This design comes from an exercise in tuning for small area, a short achievable clock period and few clock cycles on the open sky130 flow, not from production work. The RTL was checked by simulation tests, not by an equivalence proof against the original design.

== the previous run ==
==> flow/design.v <==
package cluster_feature_pkg;
    localparam int COORD_BITS       = 5;                         
    localparam int LABEL_BITS       = 6;                         
    localparam int NUM_BANKS        = 4;
    localparam int BANK_SEL_BITS    = $clog2(NUM_BANKS);         
    localparam int INDEX_BITS       = LABEL_BITS - BANK_SEL_BITS;
    localparam int BANK_DEPTH       = 1 << INDEX_BITS;
    localparam int SIZE_BITS        = 12;                        
    localparam int MIN_CLUSTER_SIZE = 8;
    localparam int COUNT_BITS       = 7;
    typedef enum logic [1:0] {
        OP_IDLE  = 2'd0,
        OP_ADD   = 2'd1,
        OP_CLEAR = 2'd2
    } bank_op_e;
    typedef struct packed {
        logic                  last;    
        logic [LABEL_BITS-1:0] label;
        logic [COORD_BITS-1:0] x;
        logic [COORD_BITS-1:0] y;
        logic [COORD_BITS-1:0] z;
    } voxel_t;
    typedef struct packed {
        bank_op_e              op;
        logic [INDEX_BITS-1:0] index;   
        logic [COORD_BITS-1:0] x;
        logic [COORD_BITS-1:0] y;
        logic [COORD_BITS-1:0] z;
    } bank_cmd_t;
    typedef struct packed {
        logic [SIZE_BITS-1:0]  size;
        logic [COORD_BITS-1:0] min_x;
        logic [COORD_BITS-1:0] max_x;
        logic [COORD_BITS-1:0] min_y;
        logic [COORD_BITS-1:0] max_y;
        logic [COORD_BITS-1:0] min_z;
        logic [COORD_BITS-1:0] max_z;
    } cluster_stats_t;
    typedef struct packed {
        logic                  found;           
        logic [COUNT_BITS-1:0] cluster_count;
        logic [SIZE_BITS-1:0]  size;            
        logic [COORD_BITS-1:0] centroid_x;
        logic [COORD_BITS-1:0] centroid_y;
        logic [COORD_BITS-1:0] centroid_z;
        logic [COORD_BITS-1:0] dim_x;
        logic [COORD_BITS-1:0] dim_y;
        logic [COORD_BITS-1:0] dim_z;
    } feature_t;
    localparam int CMD_W   = 2 + INDEX_BITS + 3 * COORD_BITS;
    localparam int STATS_W = SIZE_BITS + 6 * COORD_BITS;
endpackage
`timescale 1ns/1ps
module cluster_feature_top (
    input  logic        clk,
    input  logic        rst_n,
    input  logic        voxel_valid,
    output logic        voxel_ready,
    input  logic [21:0] voxel,       
    output logic        feature_valid,
    input  logic        feature_ready,
    output logic [49:0] feature
);
    localparam int NL = 64;
    logic       ready_q;
    logic [1:0] owed_q;
    logic       accept, handoff;
    logic [1:0] owed_d;
    assign voxel_ready = ready_q;
    assign accept      = voxel_valid & ready_q;
    assign handoff     = feature_valid & feature_ready;
    always_comb begin
        owed_d = owed_q;
        if (accept & voxel[21]) owed_d = owed_d + 2'd1;
        if (handoff)            owed_d = owed_d - 2'd1;
    end
    always_ff @(posedge clk or negedge rst_n) begin
        if (!rst_n) owed_q <= 2'd0;
        else        owed_q <= owed_d;
    end
    always_ff @(posedge clk) begin
        ready_q <= ~owed_d[1];
    end
    logic       vq_v;
    logic       vq_last;
    logic [5:0] vq_l;
    logic [4:0] vq_x, vq_y, vq_z;
    always_ff @(posedge clk or negedge rst_n) begin
        if (!rst_n) vq_v <= 1'b0;
        else        vq_v <= accept;
    end
    logic [NL-1:1] vq_oh;
    logic          vq_fwd;
    always_ff @(posedge clk) begin
        {vq_last, vq_l, vq_x, vq_y, vq_z} <= voxel;
        for (int i = 1; i < NL; i++) vq_oh[i] <= (voxel[20:15] == i);
        vq_fwd <= vq_v & (vq_l != 6'd0) & (voxel[20:15] == vq_l);
    end
    logic [41:0]   mem [1:NL-1];
    logic [NL-1:1] used_q;
    logic          fresh_q;      
    logic          s2_v, s2_last;
    logic [5:0]    s2_l;
    logic [4:0]    s2_x, s2_y, s2_z;
    logic [41:0]   s2_cur;
    logic          s2_cv;
    logic [NL-1:1] s2_oh;
    logic          we, clr;
    logic [41:0]   upd;
    assign we  = s2_v & (s2_l != 6'd0);
    assign clr = s2_v & s2_last;
    logic          fwd;
    logic [41:0]   rd;
    logic          rd_used;
    assign fwd = vq_fwd;
    always_comb begin
        rd      = 42'd0;
        rd_used = 1'b0;
        for (int i = 1; i < NL; i++) begin
            rd      = rd | ({42{vq_oh[i]}} & mem[i]);
            rd_used = rd_used | (vq_oh[i] & used_q[i]);
        end
        rd_used = rd_used & ~fresh_q;
        if (fwd) begin
            rd      = upd;
            rd_used = 1'b1;
        end
        if (clr) rd_used = 1'b0;     
    end
    always_ff @(posedge clk or negedge rst_n) begin
        if (!rst_n) s2_v <= 1'b0;
        else        s2_v <= vq_v;
    end
    always_ff @(posedge clk) begin
        {s2_last, s2_l, s2_x, s2_y, s2_z} <= {vq_last, vq_l, vq_x, vq_y, vq_z};
        s2_oh  <= vq_oh;
        s2_cur <= rd;
        s2_cv  <= rd_used;
    end
    logic        sat;
    logic [11:0] cs;
    always_comb begin
        cs  = s2_cv ? s2_cur[41:30] : 12'd0;
        sat = s2_cv & (s2_cur[41:30] == 12'hfff);
        if (!s2_cv) begin
            upd = {12'd1, s2_x, s2_x, s2_y, s2_y, s2_z, s2_z};
        end else begin
            upd[41:30] = sat ? s2_cur[41:30] : s2_cur[41:30] + 12'd1;
            upd[29:25] = (s2_x < s2_cur[29:25]) ? s2_x : s2_cur[29:25];
            upd[24:20] = (s2_x > s2_cur[24:20]) ? s2_x : s2_cur[24:20];
            upd[19:15] = (s2_y < s2_cur[19:15]) ? s2_y : s2_cur[19:15];
            upd[14:10] = (s2_y > s2_cur[14:10]) ? s2_y : s2_cur[14:10];
            upd[9:5]   = (s2_z < s2_cur[9:5])   ? s2_z : s2_cur[9:5];
            upd[4:0]   = (s2_z > s2_cur[4:0])   ? s2_z : s2_cur[4:0];
        end
    end
    always_ff @(posedge clk) begin
        for (int i = 1; i < NL; i++) begin
            if (s2_v && s2_oh[i]) mem[i] <= upd;
        end
    end
    always_ff @(posedge clk) begin
        for (int i = 1; i < NL; i++) begin
            used_q[i] <= ~clr & ((used_q[i] & ~fresh_q) | (s2_v & s2_oh[i]));
        end
    end
    always_ff @(posedge clk or negedge rst_n) begin
        if (!rst_n) fresh_q <= 1'b1;
        else        fresh_q <= clr | (fresh_q & ~we);
    end
    logic [5:0]  best_l;
    logic [11:0] best_size, best_m1;
    logic [29:0] best_box;
    logic [6:0]  count_q;
    logic        hit, take;
    logic        m1_zero;    
    logic        lower;
    assign hit   = ~fresh_q & (s2_l == best_l);
    assign lower = (s2_l < best_l);
    assign take  = we & (hit | fresh_q |
                         (s2_cv ? (~sat & ((s2_cur[41:30] == best_size) |
                                           ((s2_cur[41:30] == best_m1) & lower)))
                                : (m1_zero & lower)));
    always_ff @(posedge clk) begin
        if (take) begin
            best_l   <= s2_l;
            best_box <= upd[29:0];
            if (!sat) begin
                best_size <= upd[41:30];
                best_m1   <= cs;
                m1_zero   <= (cs == 12'd0);
            end
        end
        if (s2_v) begin
            count_q <= fresh_q ? 7'd0 : count_q + {6'd0, we & s2_cv & (s2_cur[41:30] == 12'd7)};
        end
    end
    logic        rec_pend;
    logic        load;
    logic        found;
    logic [49:0] rec;
    logic [5:0]  sx, sy, sz;
    assign found = (count_q != 7'd0);
    assign load  = rec_pend & (~feature_valid | feature_ready);
    always_comb begin
        sx  = {1'b0, best_box[29:25]} + {1'b0, best_box[24:20]};
        sy  = {1'b0, best_box[19:15]} + {1'b0, best_box[14:10]};
        sz  = {1'b0, best_box[9:5]}   + {1'b0, best_box[4:0]};
        rec = {found, count_q, best_size, sx[5:1], sy[5:1], sz[5:1],
               best_box[24:20] - best_box[29:25],
               best_box[14:10] - best_box[19:15],
               best_box[4:0]   - best_box[9:5]};
        if (!found) rec = 50'd0;
    end
    always_ff @(posedge clk or negedge rst_n) begin
        if (!rst_n) begin
            rec_pend      <= 1'b0;
            feature_valid <= 1'b0;
        end else begin
            rec_pend      <= clr | (rec_pend & ~load);
            feature_valid <= load | (feature_valid & ~feature_ready);
        end
    end
    always_ff @(posedge clk or negedge rst_n) begin
        if (!rst_n)    feature <= 50'd0;
        else if (load) feature <= rec;
    end
endmodule
clock: 10.0 ns
lec_check: 0
cap_margin: 20
core_margin: 2
core_utilization: 62
slew_margin: 20
standard.sh (not shown) runs the stock make flow with config.mk's settings and CLKGATE_MAP_FILE= SYNTH_SCRIPT=/design/flow/synth_recipe.tcl, a recipe that flattens the netlist after the stock synthesis.
==> flow/flow/run.sh <==
#!/bin/bash
set -euo pipefail
MARGIN=6.55
bash standard.sh SETUP_SLACK_MARGIN=$MARGIN finish > standard_flow.log 2>&1
The previous run | status: complete | timing, DRC, antenna: pass
Testbench counts of the previous run, summed over its fixed seeds: cycles 13,591.
Inputs modified between the previous run and the current run:
# the previous run
export LEC_CHECK = 0
export CAP_MARGIN = 20
export CORE_MARGIN = 2
export CORE_UTILIZATION = 62
export SLEW_MARGIN = 20
create_clock -name core_clock -period 10.0 [get_ports {clk}]
# the current run
export LEC_CHECK = 0
export CAP_MARGIN = 20
export CORE_MARGIN = 2
export CORE_UTILIZATION = 55
export CTS_CLUSTER_DIAMETER = 60
export CTS_CLUSTER_SIZE = 30
export SLEW_MARGIN = 20
create_clock -name core_clock -period 10.0 [get_ports {clk}]
==> flow/flow/run.sh <==
#!/bin/bash
set -euo pipefail
MARGIN=6.6
bash standard.sh SETUP_SLACK_MARGIN=$MARGIN finish > standard_flow.log 2>&1
## What came out
- No crash in the current run: every stage finished, but the layout fails its final checks due to max-capacitance violations, max-slew violations.
- Between the current run and the previous run, worst setup slack after placement is lower for the current run, the previous run comes in above that.
- The current run vs. the previous run: clock period minus worst slack decreased by 24 ps relative to the old numbers, worst setup slack now larger.
- The previous run → the current run: placement-stage cell area shows an increase of about 0.4%, non-clock buffer count grew by about 7%.
- When the current run is set beside the previous run, its level count of the clock H-tree turns out to be 1 smaller.
- In the flow results for the current run and the previous run, the via density per instance is smaller on the current run.
- The current run ended up with mem[43][19]$_DFFE_PP_ as its end point of the critical path; the previous run ended up with mem[37][38]$_DFFE_PP_.
- Re total placed cells including tap cells: the current run and the previous run aren't equal, and the lower value belongs to the previous run.

-- separate check: timing with driven ports --
Ports are ideal in the flow. The routed layouts listed here were re-timed in OpenROAD. Step 1: set_driving_cell puts a clkbuf_16 on clk and a buf_2 on each other input, an assumption about the parent block. Step 2 also shifts input and output timing later by t, the mid clock arrival at the registers, as if the neighbouring blocks saw the same clock. Slacks: no drivers / after step 1 / after step 2; pairs: no drivers / after step 1.
| run | shift t [ns] | slack for setup (ns) | worst data-port slew with drivers (ns) |
|---|---|---|---|
| the previous run | 1.032 | 6.381 / 6.381 / 6.031 | 0.16 |
| the current run | 0.972 | 6.405 / 6.405 / 5.948 | 0.09 |
The setup slack of the current run, which loses most, moves by 0.000 ns with the drivers and by -0.457 ns with both steps.
